This is an optimization exercise on Yosys and OpenROAD, whose aim is small area, not a production implementation.
Only simulation tests tie the RTL to the original design; equivalence was not proved.
Power and IR drop assume default switching activity.

$ cat design/flow/design.v
`default_nettype none
package ppfifo_pkg;
  localparam int FIFO_DATA_W = 32;
  localparam int FIFO_SIZE_W = 24;
  localparam int EGR_ACT_W = 2;
endpackage
`default_nettype wire
`default_nettype none
package host_pkg;
  localparam int XFER_W = 32;
  localparam int BUF_DEPTH = 16;
  localparam int BUF_PTR_W = 4;
  localparam int BUF_CNT_W = 5;
endpackage
`default_nettype wire
`timescale 1ns/10ps
`default_nettype none
import ppfifo_pkg::*;
import host_pkg::*;
module ingress_reader (
  input  wire                     clk,
  input  wire                     rst,
  input  wire                     i_en,
  input  wire [XFER_W-1:0]        i_xfer_size,
  input  wire                     i_rdy,
  input  wire [FIFO_SIZE_W-1:0]   i_size,
  input  wire                     i_buf_full,
  output logic                    o_act,
  output logic                    o_stb,
  output logic                    o_fin
);
  logic                   r_on;      
  logic                   r_act;
  logic [FIFO_SIZE_W-1:0] r_hrem;    
  logic [XFER_W-1:0]      r_trem;    
  logic [XFER_W-1:0]      w_trem;
  logic                   w_tz, w_t1, w_hz, w_h1, w_rel;
  assign w_trem = r_on ? r_trem : i_xfer_size;
  assign w_tz   = w_trem == '0;
  assign w_t1   = w_trem == XFER_W'(1);
  assign w_hz   = r_hrem == '0;
  assign w_h1   = r_hrem == FIFO_SIZE_W'(1);
  assign o_stb = i_en & r_act & ~w_hz & ~w_tz & ~i_buf_full;
  assign w_rel = w_hz | w_tz | (o_stb & (w_h1 | w_t1));
  always_ff @(posedge clk) begin
    r_on <= ~rst & i_en;
    if (rst || !i_en) begin
      r_act <= 1'b0;
    end else if (!r_act) begin
      r_act <= i_rdy & ~w_tz;
    end else begin
      r_act <= ~w_rel;
    end
    r_hrem <= r_act ? r_hrem - FIFO_SIZE_W'(o_stb) : i_size;
    r_trem <= w_trem - XFER_W'(o_stb);
  end
  assign o_act = r_act;
  assign o_fin = w_tz;
endmodule
`default_nettype wire
`timescale 1ns/10ps
`default_nettype none
import ppfifo_pkg::*;
import host_pkg::*;
module word_buffer (
  input  wire                     clk,
  input  wire                     rst,
  input  wire                     i_push,
  input  wire [FIFO_DATA_W-1:0]   i_data,
  input  wire                     i_pop,
  input  wire                     i_rd_en,
  output logic [FIFO_DATA_W-1:0]  o_data,
  output logic                    o_full,
  output logic                    o_empty
);
  logic [FIFO_DATA_W-1:0] mem [BUF_DEPTH];
  logic [BUF_CNT_W-1:0]   r_last;
  always_ff @(posedge clk) begin
    if (i_push) begin
      mem[0] <= i_data;
      for (int i = 1; i < BUF_DEPTH; i++) begin
        mem[i] <= mem[i-1];
      end
    end
  end
  always_ff @(posedge clk) begin
    if (rst) begin
      r_last <= '1;
    end else if (i_push && !i_pop) begin
      r_last <= r_last + 1'b1;
    end else if (!i_push && i_pop) begin
      r_last <= r_last - 1'b1;
    end
  end
  always_comb begin
    o_data = '0;
    for (int i = 0; i < BUF_DEPTH; i++) begin
      if (i_rd_en && r_last[BUF_PTR_W-1:0] == BUF_PTR_W'(i)) begin
        o_data = o_data | mem[i];
      end
    end
  end
  assign o_full  = ~r_last[BUF_PTR_W] & (&r_last[BUF_PTR_W-1:0]);
  assign o_empty = r_last[BUF_PTR_W];
endmodule
`default_nettype wire
`timescale 1ns/10ps
`default_nettype none
import ppfifo_pkg::*;
import host_pkg::*;
module egress_writer (
  input  wire                     clk,
  input  wire                     rst,
  input  wire                     i_en,
  input  wire                     i_dma_en,
  input  wire                     i_dma_stb,
  input  wire [XFER_W-1:0]        i_xfer_size,
  input  wire [EGR_ACT_W-1:0]     i_rdy,
  input  wire [FIFO_SIZE_W-1:0]   i_size,
  input  wire                     i_buf_empty,
  output logic [EGR_ACT_W-1:0]    o_act,
  output logic                    o_stb,
  output logic                    o_fin,
  output logic                    o_dma_fin
);
  logic                   r_mem_on;    
  logic                   r_dma_on;    
  logic [EGR_ACT_W-1:0]   r_act;
  logic                   w_held;
  logic [FIFO_SIZE_W-1:0] r_hrem;
  logic [XFER_W-1:0]      r_trem;
  logic [XFER_W-1:0]      w_trem;
  logic                   w_tz, w_t1, w_hz, w_h1, w_rel, w_dec;
  assign w_held = |r_act;
  assign w_trem = ((i_en & r_mem_on) | (i_dma_en & r_dma_on)) ? r_trem : i_xfer_size;
  assign w_tz   = w_trem == '0;
  assign w_t1   = w_trem == XFER_W'(1);
  assign w_hz   = r_hrem == '0;
  assign w_h1   = r_hrem == FIFO_SIZE_W'(1);
  assign o_stb = i_en & w_held & ~w_hz & ~w_tz & ~i_buf_empty;
  assign w_rel = w_hz | w_tz | (o_stb & (w_h1 | w_t1));
  assign w_dec = o_stb | (i_dma_en & i_dma_stb & ~w_tz);
  always_ff @(posedge clk) begin
    r_mem_on  <= ~rst & i_en;
    r_dma_on  <= ~rst & i_dma_en;
    o_dma_fin <= ~rst & i_dma_en & w_tz;
    if (rst || !i_en) begin
      r_act <= '0;
    end else if (!w_held) begin
      r_act <= w_tz ? '0 : i_rdy & (~i_rdy + 1'b1);
    end else if (w_rel) begin
      r_act <= '0;
    end
    r_hrem <= w_held ? r_hrem - FIFO_SIZE_W'(o_stb) : i_size;
    r_trem <= w_trem - XFER_W'(w_dec);
  end
  assign o_act = r_act;
  assign o_fin = w_tz & ~w_held;
endmodule
`default_nettype wire
`timescale 1ns/10ps
`default_nettype none
import ppfifo_pkg::*;
import host_pkg::*;
module channel_router (
  input  wire                     i_mem_sel,
  input  wire                     i_dma_sel,
  input  wire                     i_write_flg,
  input  wire                     i_read_flg,
  input  wire                     i_pcie_ingress_fifo_rdy,
  input  wire [FIFO_SIZE_W-1:0]   i_pcie_ingress_fifo_size,
  input  wire [FIFO_DATA_W-1:0]   i_pcie_ingress_fifo_data,
  input  wire                     i_pcie_ingress_fifo_idle,
  input  wire [EGR_ACT_W-1:0]     i_pcie_egress_fifo_rdy,
  input  wire [FIFO_SIZE_W-1:0]   i_pcie_egress_fifo_size,
  input  wire                     i_mem_ing_act,
  input  wire                     i_mem_ing_stb,
  input  wire                     i_mem_wr_fin,
  input  wire [EGR_ACT_W-1:0]     i_mem_egr_act,
  input  wire                     i_mem_egr_stb,
  input  wire [FIFO_DATA_W-1:0]   i_mem_egr_data,
  input  wire                     i_mem_rd_fin,
  input  wire                     i_dma_rd_fin,
  input  wire                     i_idma_activate,
  input  wire                     i_idma_stb,
  input  wire [EGR_ACT_W-1:0]     i_odma_activate,
  input  wire                     i_odma_stb,
  input  wire [FIFO_DATA_W-1:0]   i_odma_data,
  output logic                    o_mem_wr_en,
  output logic                    o_mem_rd_en,
  output logic                    o_dma_rd_en,
  output logic                    o_pcie_ingress_fifo_act,
  output logic                    o_pcie_ingress_fifo_stb,
  output logic [EGR_ACT_W-1:0]    o_pcie_egress_fifo_act,
  output logic                    o_pcie_egress_fifo_stb,
  output logic [FIFO_DATA_W-1:0]  o_pcie_egress_fifo_data,
  output logic                    o_pcie_write_fin,
  output logic                    o_pcie_read_fin,
  output logic                    o_idma_ready,
  output logic [FIFO_SIZE_W-1:0]  o_idma_size,
  output logic [FIFO_DATA_W-1:0]  o_idma_data,
  output logic [EGR_ACT_W-1:0]    o_odma_ready,
  output logic [FIFO_SIZE_W-1:0]  o_odma_size
);
  logic w_dma_wr;
  logic w_dma_rd;
  assign o_mem_wr_en = i_mem_sel & i_write_flg;
  assign o_mem_rd_en = i_mem_sel & i_read_flg;
  assign w_dma_wr    = ~i_mem_sel & i_dma_sel & i_write_flg;
  assign w_dma_rd    = ~i_mem_sel & i_dma_sel & i_read_flg;
  assign o_dma_rd_en = w_dma_rd;
  assign o_idma_ready = w_dma_wr & i_pcie_ingress_fifo_rdy;
  assign o_idma_size  = {FIFO_SIZE_W{w_dma_wr}} & i_pcie_ingress_fifo_size;
  assign o_idma_data  = {FIFO_DATA_W{w_dma_wr}} & i_pcie_ingress_fifo_data;
  assign o_pcie_ingress_fifo_act = (o_mem_wr_en & i_mem_ing_act) | (w_dma_wr & i_idma_activate);
  assign o_pcie_ingress_fifo_stb = i_mem_ing_stb | (w_dma_wr & i_idma_stb);
  assign o_pcie_write_fin        = (o_mem_wr_en & i_mem_wr_fin) |
                                   (w_dma_wr & i_pcie_ingress_fifo_idle);
  assign o_odma_ready = {EGR_ACT_W{w_dma_rd}} & i_pcie_egress_fifo_rdy;
  assign o_odma_size  = {FIFO_SIZE_W{w_dma_rd}} & i_pcie_egress_fifo_size;
  assign o_pcie_egress_fifo_act  = ({EGR_ACT_W{o_mem_rd_en}} & i_mem_egr_act) |
                                   ({EGR_ACT_W{w_dma_rd}} & i_odma_activate);
  assign o_pcie_egress_fifo_stb  = i_mem_egr_stb | (w_dma_rd & i_odma_stb);
  assign o_pcie_egress_fifo_data = i_mem_egr_data | ({FIFO_DATA_W{w_dma_rd}} & i_odma_data);
  assign o_pcie_read_fin         = (o_mem_rd_en & i_mem_rd_fin) | (w_dma_rd & i_dma_rd_fin);
endmodule
`default_nettype wire
`timescale 1ns/10ps
`default_nettype none
import ppfifo_pkg::*;
import host_pkg::*;
module pcie_host_interface (
  input  wire                     clk,
  input  wire                     rst,
  input  wire                     i_pcie_mem_fifo_sel,
  input  wire                     i_pcie_dma_fifo_sel,
  input  wire                     i_pcie_data_write_flg,
  input  wire                     i_pcie_data_read_flg,
  input  wire [XFER_W-1:0]        i_pcie_data_size,
  output logic                    o_pcie_write_fin,
  output logic                    o_pcie_read_fin,
  input  wire                     i_pcie_ingress_fifo_rdy,
  output logic                    o_pcie_ingress_fifo_act,
  input  wire [FIFO_SIZE_W-1:0]   i_pcie_ingress_fifo_size,
  output logic                    o_pcie_ingress_fifo_stb,
  input  wire [FIFO_DATA_W-1:0]   i_pcie_ingress_fifo_data,
  input  wire                     i_pcie_ingress_fifo_idle,
  input  wire [EGR_ACT_W-1:0]     i_pcie_egress_fifo_rdy,
  output logic [EGR_ACT_W-1:0]    o_pcie_egress_fifo_act,
  input  wire [FIFO_SIZE_W-1:0]   i_pcie_egress_fifo_size,
  output logic                    o_pcie_egress_fifo_stb,
  output logic [FIFO_DATA_W-1:0]  o_pcie_egress_fifo_data,
  input  wire                     i_idma_activate,
  output logic                    o_idma_ready,
  input  wire                     i_idma_stb,
  output logic [FIFO_SIZE_W-1:0]  o_idma_size,
  output logic [FIFO_DATA_W-1:0]  o_idma_data,
  output logic [EGR_ACT_W-1:0]    o_odma_ready,
  input  wire [EGR_ACT_W-1:0]     i_odma_activate,
  input  wire                     i_odma_stb,
  output logic [FIFO_SIZE_W-1:0]  o_odma_size,
  input  wire [FIFO_DATA_W-1:0]   i_odma_data
);
  logic                   w_mem_wr_en;
  logic                   w_mem_rd_en;
  logic                   w_dma_rd_en;
  logic                   w_ing_act;
  logic                   w_ing_stb;
  logic                   w_wr_fin;
  logic [EGR_ACT_W-1:0]   w_egr_act;
  logic                   w_egr_stb;
  logic                   w_rd_fin;
  logic                   w_dma_rd_fin;
  logic [FIFO_DATA_W-1:0] w_head;
  logic                   w_full;
  logic                   w_empty;
  channel_router router (
    .i_mem_sel                (i_pcie_mem_fifo_sel),
    .i_dma_sel                (i_pcie_dma_fifo_sel),
    .i_write_flg              (i_pcie_data_write_flg),
    .i_read_flg               (i_pcie_data_read_flg),
    .i_pcie_ingress_fifo_rdy  (i_pcie_ingress_fifo_rdy),
    .i_pcie_ingress_fifo_size (i_pcie_ingress_fifo_size),
    .i_pcie_ingress_fifo_data (i_pcie_ingress_fifo_data),
    .i_pcie_ingress_fifo_idle (i_pcie_ingress_fifo_idle),
    .i_pcie_egress_fifo_rdy   (i_pcie_egress_fifo_rdy),
    .i_pcie_egress_fifo_size  (i_pcie_egress_fifo_size),
    .i_mem_ing_act            (w_ing_act),
    .i_mem_ing_stb            (w_ing_stb),
    .i_mem_wr_fin             (w_wr_fin),
    .i_mem_egr_act            (w_egr_act),
    .i_mem_egr_stb            (w_egr_stb),
    .i_mem_egr_data           (w_head),
    .i_mem_rd_fin             (w_rd_fin),
    .i_dma_rd_fin             (w_dma_rd_fin),
    .i_idma_activate          (i_idma_activate),
    .i_idma_stb               (i_idma_stb),
    .i_odma_activate          (i_odma_activate),
    .i_odma_stb               (i_odma_stb),
    .i_odma_data              (i_odma_data),
    .o_mem_wr_en              (w_mem_wr_en),
    .o_mem_rd_en              (w_mem_rd_en),
    .o_dma_rd_en              (w_dma_rd_en),
    .o_pcie_ingress_fifo_act  (o_pcie_ingress_fifo_act),
    .o_pcie_ingress_fifo_stb  (o_pcie_ingress_fifo_stb),
    .o_pcie_egress_fifo_act   (o_pcie_egress_fifo_act),
    .o_pcie_egress_fifo_stb   (o_pcie_egress_fifo_stb),
    .o_pcie_egress_fifo_data  (o_pcie_egress_fifo_data),
    .o_pcie_write_fin         (o_pcie_write_fin),
    .o_pcie_read_fin          (o_pcie_read_fin),
    .o_idma_ready             (o_idma_ready),
    .o_idma_size              (o_idma_size),
    .o_idma_data              (o_idma_data),
    .o_odma_ready             (o_odma_ready),
    .o_odma_size              (o_odma_size)
  );
  ingress_reader reader (
    .clk         (clk),
    .rst         (rst),
    .i_en        (w_mem_wr_en),
    .i_xfer_size (i_pcie_data_size),
    .i_rdy       (i_pcie_ingress_fifo_rdy),
    .i_size      (i_pcie_ingress_fifo_size),
    .i_buf_full  (w_full),
    .o_act       (w_ing_act),
    .o_stb       (w_ing_stb),
    .o_fin       (w_wr_fin)
  );
  word_buffer buffer (
    .clk     (clk),
    .rst     (rst),
    .i_push  (w_ing_stb),
    .i_data  (i_pcie_ingress_fifo_data),
    .i_pop   (w_egr_stb),
    .i_rd_en (w_mem_rd_en),
    .o_data  (w_head),
    .o_full  (w_full),
    .o_empty (w_empty)
  );
  egress_writer writer (
    .clk         (clk),
    .rst         (rst),
    .i_en        (w_mem_rd_en),
    .i_dma_en    (w_dma_rd_en),
    .i_dma_stb   (i_odma_stb),
    .i_xfer_size (i_pcie_data_size),
    .i_rdy       (i_pcie_egress_fifo_rdy),
    .i_size      (i_pcie_egress_fifo_size),
    .i_buf_empty (w_empty),
    .o_act       (w_egr_act),
    .o_stb       (w_egr_stb),
    .o_fin       (w_rd_fin),
    .o_dma_fin   (w_dma_rd_fin)
  );
endmodule
`default_nettype wire
$ cat design/flow/constraint.sdc
create_clock -name core_clock -period 8.0 [get_ports {clk}]
set_input_delay 1.6000 -clock core_clock [delete_from_list [all_inputs] [get_ports {clk}]]
set_output_delay 1.6000 -clock core_clock [all_outputs]
set_load 0.01 [all_outputs]
$ cat design/flow/config.mk
export PLATFORM = sky130hd
export DESIGN_NAME = pcie_host_interface
export DESIGN_NICKNAME = pcie_host_interface
export VERILOG_FILES = /design/flow/design.v
export SDC_FILE = /design/flow/constraint.sdc
export NUM_CORES = 4
export LEC_CHECK = 0
export CAP_MARGIN = 20
export CORE_MARGIN = 2
export CORE_UTILIZATION = 40
export SLEW_MARGIN = 20
$ cat design/flow/run.sh
#!/bin/bash
# synth_recipe.tcl (not shown) runs the flow's synth.tcl, then flattens the netlist and writes it again
# the make line also repeats each setting of config.mk as NAME=value (left out here)
make -C /OpenROAD-flow-scripts/flow DESIGN_CONFIG=/design/flow/config.mk WORK_HOME=/design/flow/orfs CLKGATE_MAP_FILE= SYNTH_SCRIPT=/design/flow/synth_recipe.tcl finish
==> summary.txt, run 1 <==
- The flow ran to the end and the layout has no timing, DRC or antenna violations.
- The number of global-route vias before repair is between 15k and 20k.
- The part of the cycle the worst path needs is between 80% and 90%.
- Dividing the detail-routed wire length by the instance count gives 23.6 µm.
- The later pin in the worst-skew pair is clocked with a latency of around 0.62 ns.
- The width of the chip is roughly 260 µm.
- The category of the worst setup path launch point is a primary input.
- In the layout the commonest cells are sky130_fd_sc_hd__edfxtp_1, sky130_fd_sc_hd__clkdlybuf4s50_1, sky130_fd_sc_hd__nor2_1.
- The number of different library cells used by synthesis comes to slightly above 70.
- In this run the worst path has a maximum fanout of 25.
- In this run the worst setup path terminates at o_pcie_egress_fifo_data[7].
- The total wire length after detailed routing is 75100 µm.
- For the worst setup path, the data arrival time is between 5 and 6 ns.
- The total power divided by cell area is ~220 nW/µm².
- Setup repair after global routing left no endpoint under its margin.
- Across every metal layer, demand over resource in global routing totals a little over a fifth.
- The critical path launch point is i_pcie_mem_fifo_sel.
- The clock transition at the register clock pins on the worst setup and hold paths after CTS is around 0.06 ns.
- sky130_fd_sc_hd__edfxtp_1 takes more of the synthesized area than any other cell.
- The category of the most critical setup path is primary input to output port.
- By area the synthesized netlist is led by sky130_fd_sc_hd__edfxtp_1, sky130_fd_sc_hd__dfxtp_1, sky130_fd_sc_hd__a22oi_1.
- Pin placement for this block handled around 280 I/O pins.
- The detailed router finished its first iteration with about 2.0k violations.
- The clock period could shrink to between 6 and 7 ns.
- The most common cell after layout, fill and taps aside is sky130_fd_sc_hd__edfxtp_1.
- The register bit total from synthesis is 636.
- Summing all placed instances gives a cell area of 30700 µm².
- The first-pass detailed-route iteration total is 8.
- For this design, the sink count on the clock tree is ~640.
- The synthesized netlist occupies a cell area of between 20000 and 30000 µm².
- Once the clock tree was built, the resizer swapped 0 gates to a different size.
- The number of antenna violations at the first check in global routing is 5.
- The number of buffers between clock root and the deepest sink is 3.
- The final route contains 18.2k vias.
- The congestion estimate from routability-driven global placement came to 0.831.
- In this run the standard cell core region covers around 66000 µm².
- In this run the clock root is driven by a sky130_fd_sc_hd__clkbuf_16.
- The area enclosed by the die boundary is 68400 µm².
- In this run the worst hold path is classified as register to register.
- For the worst flop-to-flop path, the logic depth is 13.
- The final max-slew violation count is 0.
- Max-cap violations in this run came to 0.
- Summed over all layers, the global routing overflow is 0.
- The worst ir drop on vdd is between 100 and 150 µV.
- The transition time at the pin with the least slew margin is about 1.1 ns.
- In this run the static leakage power is ~11 nW.
- In this run the critical register-to-register path is captured at reader.r_trem[14].
- The final-report setup violation count is 0.
- The number of nets with antenna violations after routing is 0.
- The post-synthesis area per instance is ~13 µm².
- The commonest register cell after synthesis is sky130_fd_sc_hd__edfxtp_1.
- The largest net degree at the start of global routing is around 220.
- Hold repair after CTS inserted 0 buffers.
- Dividing the detail-routed via count by the number of cells gives 5.74.
- The post-CTS setup-driven buffer insertion count is 0.
- The share of flip-flops with an asynchronous set or reset is 0%.
- The worst path meets setup with about 1.2 ns of slack.
- With fillers left out, the area of the finished cells amounts to approximately 33000 µm².
- The pre-CTS setup slack is ~1.2 ns.
- The worst pin sits at a relative slew slack of approximately 22%.
- In the final layout, the share of cells above drive strength 1 is approximately 10%.
- The CTS tree is built.
- The maximum frequency from static timing analysis is 0.147 GHz.
- The net count reported at finish is roughly 2.4k.
- The synthesized design contains about 510 enable-type register cells.
- The final count of hold timing violations was 0.
- Sequential cells were found to cover 67.3% of the synthesized design area.
- The CTS buffer count is 71.
- The gate count of the mapped netlist is around 2.0k.
- In this run the vertical extent of the chip is approximately 260 µm.
- The first global-routing pass estimated about 110000 µm of wire.
- In this run the tool buffered the top-level ports with 280 buffer cells.
- The count of placed standard cells in the final layout, fillers left out is 3178.
- In this run the biggest area consumer among cell types represents roughly 58% of the synthesized area.
- Counting the fill cells in the layout gives between 5k and 6k.
- The half-perimeter wire length after placement is 48500 µm.
- The initial core utilization is 40.3%.
- The placed cell count is around 3k.
- The multi-input gate area in the final layout is approximately 8600 µm².
- The overall power of the completed layout is roughly 7.4 mW.
- CTS built an H-tree with a depth of 3.
- The standard-cell row count is 94.
- The area growth from synthesis to layout is 25.1%.
- The worst setup slack for register-to-register paths is about 3.4 ns.
- The critical path data required time is 6.40 ns.
- The clock skew is roughly 0.030 ns.
- The register area is between 15000 and 20000 µm².
- The number of DRC violations after detailed routing is 0.
- After routing, the total negative slack on setup checks comes to 0 ns.
- The count of warnings emitted by yosys is 4.
- The source of the worst register-to-register timing path is reader.r_on.
- The kind of end point of the critical path is an output port.
-- worst min-delay path by stage --
stage                             from                 end  slack, ns  cells past startpoint
floorplan            buffer.mem[12][0]   buffer.mem[13][0]       0.42                      0
global placement     buffer.mem[4][11]   buffer.mem[5][11]       0.43                      0
detailed placement  buffer.mem[12][22]  buffer.mem[13][22]       0.43                      0
CTS                 buffer.mem[12][21]  buffer.mem[13][21]       0.43                      0
global route        buffer.mem[12][21]  buffer.mem[13][21]       0.45                      0
finish               buffer.mem[2][25]   buffer.mem[3][25]       0.44                      0
-- per-stage QoR --
step	utilization (%)	hold slack, ns
after floorplan	-	0.420
after global placement	46.7	0.428
after detailed placement	46.7	0.431
after CTS	50.3	0.431
after global routing	50.5	0.448
final	50.5	0.436
-- where the power goes --
| part | total (mW) | switching (mW) | internal [mW] |
|---|---|---|---|
| sequential | 3.65 | 0.0521 | 3.60 |
| clock | 3.39 | 1.37 | 2.02 |
| combinational | 0.381 | 0.192 | 0.188 |
-- cell families (layout without fill, tap and decap cells) --
| group | Yosys count | after routing | share of synthesized area [%] |
|---|---|---|---|
| multiplexers | 96 | 96 | 3.72 |
| AND/OR/NAND/NOR | 611 | 611 | 12.1 |
| other | 0 | 4 | 0 |
| flip-flops | 636 | 636 | 67.3 |
| adder cells (fa/ha/maj) | 13 | 13 | 0.642 |
| XOR/XNOR | 117 | 117 | 3.86 |
| AO/OA/AOI/OAI | 371 | 371 | 10.3 |
| buffers and inverters | 133 | 466 | 2.03 |
-- state kept, by name, indices dropped and copies added (netlist names), 2 cells and up --
register / flops
reader.r_hrem: 24
writer.r_act: 2
buffer.r_last: 5
reader.r_trem: 32
writer.r_hrem: 24
buffer.mem: 512
writer.r_trem: 32
-- critical path, cell delays in order --
cell                              delay [ns]
sky130_fd_sc_hd__clkdlybuf4s50_1        0.82
sky130_fd_sc_hd__and2_1                 0.34
sky130_fd_sc_hd__nand3b_1               0.29
sky130_fd_sc_hd__nor2_4                 0.92
sky130_fd_sc_hd__buf_4                  0.33
sky130_fd_sc_hd__a22o_1                 0.14
sky130_fd_sc_hd__a2111oi_0              0.08
sky130_fd_sc_hd__nand2_1                0.11
sky130_fd_sc_hd__clkdlybuf4s50_1        0.54
-- metal layers --
layer	GRT usage, %	routed length (µm)	vias up
met5	0	13	-
met1	30.4	32500	9078
met2	34.1	35000	797
met4	5.95	1550	2
li1	-	-	8263
met3	3.95	6020	107
-- Yosys cell counts, drive strengths merged (5+ instances only) --
| cell | n |
|---|---|
| or3 | 16 |
| buf | 26 |
| edfxtp | 512 |
| or2 | 11 |
| a2111oi | 22 |
| and2 | 10 |
| mux2i | 84 |
| a21oi | 70 |
| nand2 | 97 |
| or4 | 6 |
| xor2 | 51 |
| a22oi | 131 |
| nor2 | 163 |
| nor3 | 45 |
| xnor2 | 66 |
| mux2 | 11 |
| nor4b | 7 |
| a22o | 26 |
| a221oi | 5 |
| o21ai | 44 |
| nand4 | 34 |
| a222oi | 41 |
| dfxtp | 124 |
| nor2b | 8 |
| nand3 | 37 |
| nand3b | 6 |
| nand2b | 10 |
| ha | 12 |
| nor4 | 42 |
| nor3b | 9 |
| inv | 19 |
| clkbuf | 88 |
| and3 | 93 |
-- final cells by class --
class / instances / share of cell area, %
sequential: 636 / 53.9
multi-input combinational: 1208 / 25.8
timing repair buffer: 318 / 9.56
clock buffer: 87 / 5.69
tap: 864 / 3.26
clock inverter: 42 / 1.59
inverter: 19 / 0.215
antenna: 4 / 0.0302
==> run 2, diff against run 1 <==
--- a/design/flow/design.v
+++ b/design/flow/design.v
@@ -43,4 +43,28 @@
   assign o_stb = i_en & r_act & ~w_hz & ~w_tz & ~i_buf_full;
   assign w_rel = w_hz | w_tz | (o_stb & (w_h1 | w_t1));
+  logic [FIFO_SIZE_W-1:0] w_hnext;
+  logic [XFER_W-1:0]      w_tnext;
+  always_comb begin
+    logic b;
+    logic c;
+    c = o_stb;
+    for (int g = 0; g < FIFO_SIZE_W / 8; g++) begin
+      b = c;
+      for (int i = 8 * g; i < 8 * g + 8; i++) begin
+        w_hnext[i] = r_hrem[i] ^ b;
+        b = b & ~r_hrem[i];
+      end
+      c = c & ~(|r_hrem[8 * g +: 8]);
+    end
+    c = o_stb;
+    for (int g = 0; g < XFER_W / 8; g++) begin
+      b = c;
+      for (int i = 8 * g; i < 8 * g + 8; i++) begin
+        w_tnext[i] = w_trem[i] ^ b;
+        b = b & ~w_trem[i];
+      end
+      c = c & ~(|w_trem[8 * g +: 8]);
+    end
+  end
   always_ff @(posedge clk) begin
     r_on <= ~rst & i_en;
@@ -52,6 +76,6 @@
       r_act <= ~w_rel;
     end
-    r_hrem <= r_act ? r_hrem - FIFO_SIZE_W'(o_stb) : i_size;
-    r_trem <= w_trem - XFER_W'(o_stb);
+    r_hrem <= r_act ? w_hnext : i_size;
+    r_trem <= w_tnext;
   end
   assign o_act = r_act;
@@ -141,4 +165,28 @@
   assign w_rel = w_hz | w_tz | (o_stb & (w_h1 | w_t1));
   assign w_dec = o_stb | (i_dma_en & i_dma_stb & ~w_tz);
+  logic [FIFO_SIZE_W-1:0] w_hnext;
+  logic [XFER_W-1:0]      w_tnext;
+  always_comb begin
+    logic b;
+    logic c;
+    c = o_stb;
+    for (int g = 0; g < FIFO_SIZE_W / 8; g++) begin
+      b = c;
+      for (int i = 8 * g; i < 8 * g + 8; i++) begin
+        w_hnext[i] = r_hrem[i] ^ b;
+        b = b & ~r_hrem[i];
+      end
+      c = c & ~(|r_hrem[8 * g +: 8]);
+    end
+    c = w_dec;
+    for (int g = 0; g < XFER_W / 8; g++) begin
+      b = c;
+      for (int i = 8 * g; i < 8 * g + 8; i++) begin
+        w_tnext[i] = w_trem[i] ^ b;
+        b = b & ~w_trem[i];
+      end
+      c = c & ~(|w_trem[8 * g +: 8]);
+    end
+  end
   always_ff @(posedge clk) begin
     r_mem_on  <= ~rst & i_en;
@@ -152,6 +200,6 @@
       r_act <= '0;
     end
-    r_hrem <= w_held ? r_hrem - FIFO_SIZE_W'(o_stb) : i_size;
-    r_trem <= w_trem - XFER_W'(w_dec);
+    r_hrem <= w_held ? w_hnext : i_size;
+    r_trem <= w_tnext;
   end
   assign o_act = r_act;
==> design/flow/flow/run.sh (new file) <==
#!/bin/bash
# Standard ORFS layout (the standard.sh, unchanged scripts) with these settings:
#  - port buffers use the smallest buffer cell instead of the default pick
#  - no floorplan-stage timing repair (it sizes gates up on pre-placement timing
#    where the unbuffered high-fanout nets look slow); placement and CTS repair
#    still fix real violations
#  - clock tree built from clkbuf_8 with 16-sink clusters and no dummy loads
set -euo pipefail
cd "$(dirname "$0")/.."
export BUFFER_PORTS_ARGS="-buffer_cell sky130_fd_sc_hd__buf_1"
export REMOVE_ABC_BUFFERS=1
export CTS_ARGS="-sink_clustering_enable -repair_clock_nets -dont_use_dummy_load -buf_list sky130_fd_sc_hd__clkbuf_8 -sink_clustering_size 16 -sink_clustering_max_diameter 60"
bash standard.sh > standard.log 2>&1
==> design/flow/standard.sh (new file) <==
#!/bin/bash
# synth_recipe.tcl (not shown) runs the flow's synth.tcl, then flattens the netlist and writes it again
# the make line also repeats each setting of config.mk as NAME=value (left out here)
make -C /OpenROAD-flow-scripts/flow DESIGN_CONFIG=/design/flow/config.mk WORK_HOME=/design/flow/orfs CLKGATE_MAP_FILE= SYNTH_SCRIPT=/design/flow/synth_recipe.tcl "${@:-finish}"
--- a/design/flow/config.mk
+++ b/design/flow/config.mk
@@ -10,2 +10,3 @@
 export CORE_UTILIZATION = 40
 export SLEW_MARGIN = 20
+export SYNTH_HIERARCHICAL = 1
removed: design/flow/run.sh
==> run 2 against run 1 <==
Effect of this change: fmax up 9.8%; total power down 26%; area after synthesis down 2.7%; sequential share of layout area up 8.8 points; combinational power down 38%; wire length down 17%; setup slack better by 0.61 ns; register-to-register slack worse by 0.31 ns; final cell count down 9.5%; still clean.
==> summary.txt, run 2 <==
- The number of cells on the worst hold path is 0.
- The netlist area before placement is approximately 26000 µm².
- The total vias in the final route is between 15k and 20k.
- The CTS tree is built.
- The number of antenna violations at the first check in global routing is 3.
- The category of the worst setup path launch point is a primary input.
- The count of placed standard cells in the final layout, fillers left out is roughly 2.9k.
- Counting tap cells, the placed design contains a total of between 2k and 3k instances.
- Yosys instantiated no cell more often than sky130_fd_sc_hd__edfxtp_1.
- The largest area contributor in the netlist is sky130_fd_sc_hd__edfxtp_1.
- The final count of hold timing violations is 0.
- The clock period minus worst slack is ~6.2 ns.
- At the later pin of the worst-skew pair, clock insertion delay measures approximately 0.66 ns.
- The register bit total from synthesis is around 640.
- The global-route congestion overflow total is 0.
- The clock net in this run drives a total of between 600 and 700 sinks.
- STA classifies the critical path endpoint as an output port.
- The first-pass GRT wire length is just over 90000 µm.
- The number of global-route vias before repair is roughly 16k.
- The gate count of the mapped netlist is roughly 1.7k.
- The routed length per placed instance is about 22 µm.
- In this run the core area contains 93 standard-cell rows.
- Counting along the longest clock path gives a buffer depth of 3.
- The pre-CTS setup slack is approximately 1.9 ns.
- The die covers around 67000 µm².
- Sorting the synthesized cells by how often they occur yields sky130_fd_sc_hd__edfxtp_1, sky130_fd_sc_hd__a22oi_1, sky130_fd_sc_hd__dfxtp_1, sky130_fd_sc_hd__inv_1, sky130_fd_sc_hd__ha_1.
- In this run the post-CTS setup repair buffer count came out at 0.
- The worst max-slew margin expressed relative to the limit is 21.5%.
- The net count reported at finish is around 2.3k.
- Of the post-synthesis cell area, the dominant cell type holds 59.6%.
- In the routed design, unresolved DRC markers number 0.
- At the worst endpoint, the arrival time is 4.58 ns.
- The most common cell after layout, fill and taps aside is sky130_fd_sc_hd__edfxtp_1.
- Cells with a size suffix above 1 make up 6.99% of the layout.
- Data on the critical path is required at its endpoint by approximately 6.4 ns.
- The count of unique library cells instantiated by Yosys is 67.
- The number of hold buffers added after cts is 0.
- The root buffer selected by CTS is sky130_fd_sc_hd__clkbuf_8.
- Yosys mapped a number of flops with a built-in enable equal to 512.
- The largest registers in the layout are buffer.mem (512), reader.r_trem (32), writer.r_trem (32).
- The worst ir drop on vdd is about 140 µV.
- Of all nets on the critical path, the largest fanout is 24.
- For this design the top-level I/O count stands at roughly 280.
- For this design the ratio of total power to cell area is roughly 190 nW/µm².
- During placement, the flow inserted port buffers numbering 280.
- For the worst flop-to-flop path, the logic depth is 14.
- TritonCTS created between 50 and 60 clock buffers.
- The flow ran to the end and the layout has no timing, DRC or antenna violations.
- The sequential-to-total area share from yosys stat is around 69%.
- The number of nets with antenna violations after routing is 0.
- At the pin with the least slew margin, the transition time is ~1.2 ns.
- Once placement finished, the instance area stood at between 20000 and 30000 µm².
- The post-synthesis area per instance is between 10 and 15 µm².
- The minimum setup slack in the final design is between 1.5 and 2 ns.
- The initial core utilization is approximately two fifths.
- The final max-slew violation count came to 0.
- The worst min-delay path class is register to register.
- The final weighted congestion of routability-driven global placement is approximately 0.78.
- The final design area excluding fillers is roughly 29000 µm².
- The global router's overall resource usage is 18.2%.
- The final core utilization is approximately 44%.
- The register with the most flip-flops is buffer.mem.
- The H-tree depth is 2.
- The core area is between 60000 and 70000 µm².
- The area growth from synthesis to layout is 10.4%.
- Across the run, the number of max-cap violations was 0.
- The leakage power is roughly 10 nW.
- Entering global routing, the biggest net connects 209 pins.
- The library cells used most frequently in the layout, excluding fill and tap cells, are sky130_fd_sc_hd__edfxtp_1, sky130_fd_sc_hd__buf_1, sky130_fd_sc_hd__a22oi_1.
- The final-report setup violation count is 0.
- The commonest register cell after synthesis is sky130_fd_sc_hd__edfxtp_1.
- Fill cells in the final layout number 5815.
- Detailed placement ended at an HPWL of roughly 37000 µm.
- The total wire length after detailed routing is just over 60000 µm.
- After synthesis, the cell types taking the most area are sky130_fd_sc_hd__edfxtp_1, sky130_fd_sc_hd__dfxtp_1, sky130_fd_sc_hd__a22oi_1.
- Clock skew on the completed layout was measured at 0.0792 ns.
- The detailed-route vias per instance is between 5 and 6.
- The count of instances resized after the clock tree is built is 0.
- The count of routing violations after the opening detailed-route iteration is 1438.
- Of all flip-flops after synthesis, the portion carrying an async set or reset was 0%.
- Clock-pin slew was measured on the worst setup and hold paths at 0.09 ns.
- Measured along the x axis, the die boundary spans between 200 and 300 µm.
- The die boundary height is 258 µm.
- The maximum frequency from static timing analysis is around 0.16 GHz.
- Setup repair after global routing left no endpoint under its margin.
- The critical path is of the primary input to output port type.
- The Yosys step of the flow raised 10 warnings.
- The number of flip-flops in the largest register is between 500 and 600.
- Of the available clock period, the critical path in the final layout requires 77.2%.
- The first-pass detailed-route iteration total is 5.
-- run 2: cell count changes after synthesis, moves of 47 or more --
| cell | delta |
|---|---|
| sky130_fd_sc_hd__a22oi_1 | +76 |
| sky130_fd_sc_hd__and2_1 | +47 |
| sky130_fd_sc_hd__and3_1 | -89 |
| sky130_fd_sc_hd__clkbuf_1 | -59 |
| sky130_fd_sc_hd__ha_1 | +90 |
| sky130_fd_sc_hd__inv_1 | +96 |
| sky130_fd_sc_hd__nand2_1 | -51 |
| sky130_fd_sc_hd__nor2_1 | -105 |
| sky130_fd_sc_hd__xnor2_1 | -51 |
| sky130_fd_sc_hd__xor2_1 | -48 |
-- run 2: layout make-up --
type | count | area [µm²] | share of cell area (%)
Antenna cell | 3 | 7.51 | 0.0263
Clock buffer | 52 | 716 | 2.51
Inverter | 115 | 439 | 1.54
Multi-Input combinational cell | 907 | 7120 | 25.0
Sequential cell | 636 | 17900 | 62.6
Tap cell | 855 | 1070 | 3.75
Timing Repair Buffer | 307 | 1300 | 4.56
-- run 2: routing by layer --
metal	global-route usage (%)	share of wire (%)	vias to the layer above
li1	-	-	7229
met4	4.91	2.1	2
met1	25.4	43	7784
met5	0	0.021	-
met2	29.4	47	570
met3	3.35	7.6	88
-- run 2: kinds of logic (layout without fill, tap and decap cells) --
kind of cell | after synthesis | in the layout | share of synthesized area (%)
XOR/XNOR | 18 | 18 | 0.611
multiplexers | 80 | 80 | 3.20
adder cells (fa/ha/maj) | 103 | 103 | 5.02
AO/OA/AOI/OAI | 361 | 361 | 10.6
flip-flops | 636 | 636 | 69.2
AND/OR/NAND/NOR | 345 | 345 | 7.97
buffers and inverters | 197 | 474 | 3.46
other | 0 | 3 | 0
-- run 2: stage by stage --
step	power (mW)	hold slack [ns]	setup TNS [ns]
2_1_floorplan	3.84	0.418	-2852.39
3_3_place_gp	3.93	0.428	0
3_5_place_dp	3.94	0.433	0
4_1_cts	5.53	0.391	0
5_1_grt	5.67	0.390	0
6_report	5.46	0.394	0
-- run 2: worst max-delay path, stage by stage --
cell                       delay (ns)
sky130_fd_sc_hd__buf_1           0.12
sky130_fd_sc_hd__and3b_2         0.47
sky130_fd_sc_hd__a22oi_4         0.63
sky130_fd_sc_hd__nand3_1         0.22
sky130_fd_sc_hd__a222oi_1        0.78
sky130_fd_sc_hd__nand2_1         0.22
sky130_fd_sc_hd__nor2_1          0.17
sky130_fd_sc_hd__a32o_1          0.16
sky130_fd_sc_hd__buf_1           0.19
-- run 2: power by group --
part	total, mW	internal, mW	switching, mW
Clock	1.59	0.579	1.02
Combinational	0.237	0.0952	0.142
Sequential	3.63	3.59	0.0347
Total	5.46	4.27	1.19
-- run 2: final timing paths --
check	endpoint	slack, ns	startpoint
setup / recovery	o_pcie_read_fin	1.82	i_pcie_data_read_flg
setup reg to reg	buffer.r_last[4]	3.11	reader.r_on
hold / removal	buffer.mem[12][11]	0.39	buffer.mem[11][11]
hold reg to reg	buffer.mem[12][11]	0.39	buffer.mem[11][11]
-- run 2: Yosys stat by module, one instance, submodules excluded, excerpt --
module / cell area (µm²) / flip-flops and latches
word_buffer: 18600 / 517
egress_writer: 3070 / 61
ingress_reader: 3070 / 58
channel_router: 1060 / 0
==> run 3, diff against run 2 <==
--- a/design/flow/design.v
+++ b/design/flow/design.v
@@ -204,5 +204,5 @@
   end
   assign o_act = r_act;
-  assign o_fin = w_tz & ~w_held;
+  assign o_fin = w_tz;
 endmodule
 `default_nettype wire
--- a/design/flow/config.mk
+++ b/design/flow/config.mk
@@ -8,5 +8,5 @@
 export CAP_MARGIN = 20
 export CORE_MARGIN = 2
-export CORE_UTILIZATION = 40
+export CORE_UTILIZATION = 70
 export SLEW_MARGIN = 20
 export SYNTH_HIERARCHICAL = 1
==> run 3 against run 2 <==
Effect of this change: sequential cell count is the same; register-to-register slack got worse by 0.34 ns; clock power fell by 6%; wire length shrank 9.3%; global-route usage grew 11 points; critical path depth rose by 1; sequential power is essentially flat; sequential share of layout area up 1.1 points; clock skew grew 0.0015 ns; area after synthesis unchanged; critical path type unchanged; critical endpoint is now o_pcie_egress_fifo_data[26].
==> summary.txt, run 3 <==
- For this run, the leading register cell type out of synthesis is sky130_fd_sc_hd__edfxtp_1.
- The number of antenna violations at the first check in global routing is 0.
- The placed cell count is 2440.
- The category of cells accounting for the largest share of critical-path delay is simple AND/OR/NAND/NOR gates.
- Of all flip-flops after synthesis, the portion carrying an async set or reset was 0%.
- The first-pass GRT wire length is around 86000 µm.
- The CTS tree is built.
- The sequential cells in the finished layout cover a total of around 18000 µm².
- The run finished with no timing, DRC or antenna violations.
- For this run, design rule violations remaining after detail routing come to 0.
- The worst reg2reg path endpoint is buffer.mem[7][15].
- The leakage power is 10.3 nW.
- The count of routing violations after the opening detailed-route iteration is 1470.
- The layout cell share with drive strength beyond 1 is between 7 and 8%.
- The area enclosed by the die boundary is between 30000 and 40000 µm².
- The worst setup slack for register-to-register paths is approximately 2.8 ns.
- Once layout is complete, the utilization of the core stands at between 70% and 80%.
- Between clock sinks in the finished design, the worst skew comes to just over 0.08 ns.
- The path class of the tightest hold or removal check is register to register.
- Summed over its instances, the top area cell type makes up 59.6% of the synthesized netlist area.
- The core area is approximately 36000 µm².
- The congestion estimate from routability-driven global placement came to approximately 0.82.
- The global router's overall resource usage is between 20 and 30%.
- The part of the cycle the worst path needs is 77.4%.
- The worst ir drop on vdd is roughly 140 µV.
- The critical path goes through buf_1 -> and2_2 -> nand3_1 -> nor2_2 -> buf_4 -> a22o_1 -> a221oi_1 -> nand4_1 -> a21o_1 -> buf_1.
- The net count reported at finish is approximately 2.3k.
- The netlist area before placement is between 20000 and 30000 µm².
- Along the worst hold path, the cell count comes to 0.
- Sorting the synthesized cells by how often they occur yields sky130_fd_sc_hd__edfxtp_1, sky130_fd_sc_hd__a22oi_1, sky130_fd_sc_hd__dfxtp_1, sky130_fd_sc_hd__inv_1, sky130_fd_sc_hd__ha_1.
- The multi-input gate area in the final layout is about 7100 µm².
- In the final timing run, aggregate negative setup slack is 0 ns.
- For hold timing, the worst endpoint is buffer.mem[4][13].
- Power comes to between 5 and 6 mW.
- The die is about 200 µm wide.
- Averaged over all synthesized cells, the footprint is approximately 15 µm².
- The final-report setup violation count is 0.
- The largest net degree at the start of global routing is 100.
- The sink count of the clock tree is ~640.
- The number of hold buffers added after CTS was 0.
- The detailed router placed between 15k and 20k vias in this run.
- On the final layout, the worst hold slack is 0.414 ns.
- In this run the count of I/O pins placed on the die edge is about 280.
- The most common cell in the synthesized netlist is sky130_fd_sc_hd__edfxtp_1.
- The number of cells on the worst reg-to-reg path is 8.
- The detailed-route vias per instance is about 6.4.
- The largest registers in the layout are buffer.mem (512), reader.r_trem (32), writer.r_trem (32).
- Once detailed placement completed, the half-perimeter wirelength came to about 36000 µm.
- Yosys mapped a number of flops with a built-in enable equal to 512.
- The cell seen most often among critical-path stages is sky130_fd_sc_hd__buf_1.
- The clock transition at the register clock pins on the worst setup and hold paths after CTS is approximately 0.1 ns.
- The CTS buffer count is between 40 and 50.
- The total placed instance area is approximately 27000 µm².
- Post-CTS repair changed the size of 0 cells.
- Yosys mapped the design onto 66 distinct sky130hd cell types.
- The number of inserted filler cells in the final layout is roughly 2.3k.
- The final count of hold timing violations is 0.
- OpenSTA, run right after detailed placement, puts the worst setup slack at approximately 1.8 ns.
- The startpoint of the worst hold path is buffer.mem[3][13].
- The clock latency on the worst-skew pair is about 0.65 ns.
- After synthesis the netlist holds a flip-flop and latch count of 636.
- The longest clock path from root to sink contains 3 buffers.
- The startpoint identified for the worst register-to-register timing path is reader.r_on.
- The floorplan has 70 rows.
- The first-pass detailed-route iteration total is 7.
- The category of the worst setup path launch point is a primary input.
- Max-cap violations in this run came to 0.
- Sorting the synthesized cells by area gives the leading types as sky130_fd_sc_hd__edfxtp_1, sky130_fd_sc_hd__dfxtp_1, sky130_fd_sc_hd__a22oi_1.
- The final max-slew violation count was 0.
- The die boundary height is ~200 µm.
- For the worst setup path, the data required time is ~6.4 ns.
- Compared with the post-synthesis result, the final layout area differs by 8.54%.
- The register with the most flip-flops in the layout has approximately 510 of them.
- sky130_fd_sc_hd__edfxtp_1 takes more of the synthesized area than any other cell.
- The worst stage delay on the critical path is 0.96 ns.
- Summing all non-filler instances in the final layout gives an area of 28000 µm².
- The category of the most critical setup path is primary input to output port.
- The antenna diode count is 0.
- Dividing the detail-routed wire length by the instance count gives about 23 µm.
- The H-tree generated during clock tree synthesis spans 2 levels.
- The maximum frequency from static timing analysis is about 0.16 GHz.
- The global-route congestion overflow total is 0.
- Data arrives at the worst endpoint at around 4.6 ns.
- The most common cell after layout, fill and taps aside is sky130_fd_sc_hd__edfxtp_1.
- Yosys printed 10 warnings.
- The register with the most flip-flops is buffer.mem.
- Sequential elements use between 60 and 70% of the synthesized area.
- The highest-delay cell along the critical path is sky130_fd_sc_hd__nor2_2.
- In this run the worst path has a maximum fanout of 17.
- The post-CTS setup-driven buffer insertion count is 0.
- The root buffer selected by CTS is sky130_fd_sc_hd__clkbuf_8.
- The number of global-route vias before repair is between 15k and 20k.
- The kind of end point of the critical path is an output port.
- The count of buffers added on input and output ports is 280.
- The count of nets left with antenna violations once routing finished came out at 0.
- Headroom to the max-slew limit came out at roughly a quarter.
- The gate count of the mapped netlist is about 1.7k.
- Together, buffers and inverters on the worst path number 3.
- The clock period minus worst slack is between 6 and 7 ns.
- The initial core utilization is a little under three quarters.
- Power spread over the standard cell area amounts to 191 nW/µm².
- At the pin with the least slew margin, the transition time is 1.12 ns.
- Summed over all layers, the routed wires come to between 50000 and 60000 µm.
- Leaving out fill and tap cells, the most frequent cells in the layout are sky130_fd_sc_hd__edfxtp_1, sky130_fd_sc_hd__buf_1, sky130_fd_sc_hd__a22oi_1.
- The count of cells in the finished layout, fillers not included, comes to between 2k and 2.5k.
- The minimum setup slack in the final design is approximately 1.8 ns.
- Setup repair after global routing left no endpoint under its margin.
## run 3: cell types whose count changed after synthesis
cell,change
sky130_fd_sc_hd__nor2_1,-1
sky130_fd_sc_hd__clkbuf_1,+1
sky130_fd_sc_hd__inv_1,+1
sky130_fd_sc_hd__buf_1,-1
## run 3: where the power goes
part | internal (mW) | switching, mW | total (mW)
registers | 3.59 | 0.0359 | 3.63
clock network | 0.528 | 0.957 | 1.49
logic | 0.0963 | 0.139 | 0.235
## run 3: final cells by class
| type | count | area share, % |
|---|---|---|
| inverters | 116 | 1.58 |
| flip-flops and latches | 636 | 63.7 |
| well taps | 468 | 2.09 |
| repair buffers | 315 | 4.87 |
| clock buffers | 47 | 2.31 |
| multi-input cells | 906 | 25.4 |
## run 3: kinds of logic (layout without fill, tap and decap cells)
group,after synthesis,count (layout),share of synthesized area (%)
mux,80,80,3.20
fa+ha+maj,103,103,5.02
simple gates,344,344,7.95
xor+xnor,18,18,0.611
buf+inv,198,478,3.48
flops,636,636,69.2
compound gates,361,361,10.6
## run 3: how the worst max path moves through the flow
stage	from	end	slack (ns)	depth (start not counted)
after floorplan	reader.r_on	buffer.r_last[4]	-7.36	13
after global placement	i_pcie_data_read_flg	o_pcie_egress_fifo_data[26]	1.85	10
after detailed placement	i_pcie_data_read_flg	buffer.r_last[4]	1.83	16
after CTS	i_pcie_data_read_flg	o_pcie_egress_fifo_stb	1.85	9
after global routing	i_pcie_data_read_flg	o_pcie_egress_fifo_stb	1.59	9
final	i_pcie_data_read_flg	o_pcie_egress_fifo_data[26]	1.80	10
## run 3: routing by layer
layer	GRT usage (%)	vias up	share of wire, %
met4	8.31	0	2.4
met5	0	-	0
met3	4.83	101	8.9
li1	-	7239	-
met1	42.6	7827	42
met2	46.8	791	47
## run 3: modules after synthesis (local to each module, per instance), a selection
module,copies in the design,cell area (µm²),flops+latches,cells
word_buffer,1,18600,517,968
egress_writer,1,3070,61,319
ingress_reader,1,3070,58,313
channel_router,1,1060,0,140

-- afterwards: timing with drivers on the ports --
The results above use ideal ports. As a check the final layouts listed here were re-extracted and re-timed, cells and wires unchanged. Step 1 assumes that a clkbuf_16 drives the clock port and a buf_2 every other input. Step 2 moves the port delays by t, midway between the first and last clock arrival at a register: inputs arrive t later, outputs are due t later. That takes back most of the time a late clock gives input paths. Slacks: ideal / step 1 / step 2; pairs: ideal / step 1.
run	t, ns	slack for setup (ns)	hold WS [ns]	worst setup path after step 2
run 1	0.669	1.219 / 1.130 / 1.130	0.436 / 0.436 / 0.436	input to output
run 2	0.690	1.824 / 1.800 / 1.800	0.394 / 0.394 / 0.394	input to output
run 3	0.665	1.804 / 1.783 / 1.783	0.414 / 0.414 / 0.414	input to output
After both steps every run listed still meets setup and hold. The setup slack of run 1, which loses most, moves by -0.089 ns with the drivers and by -0.089 ns with both steps.
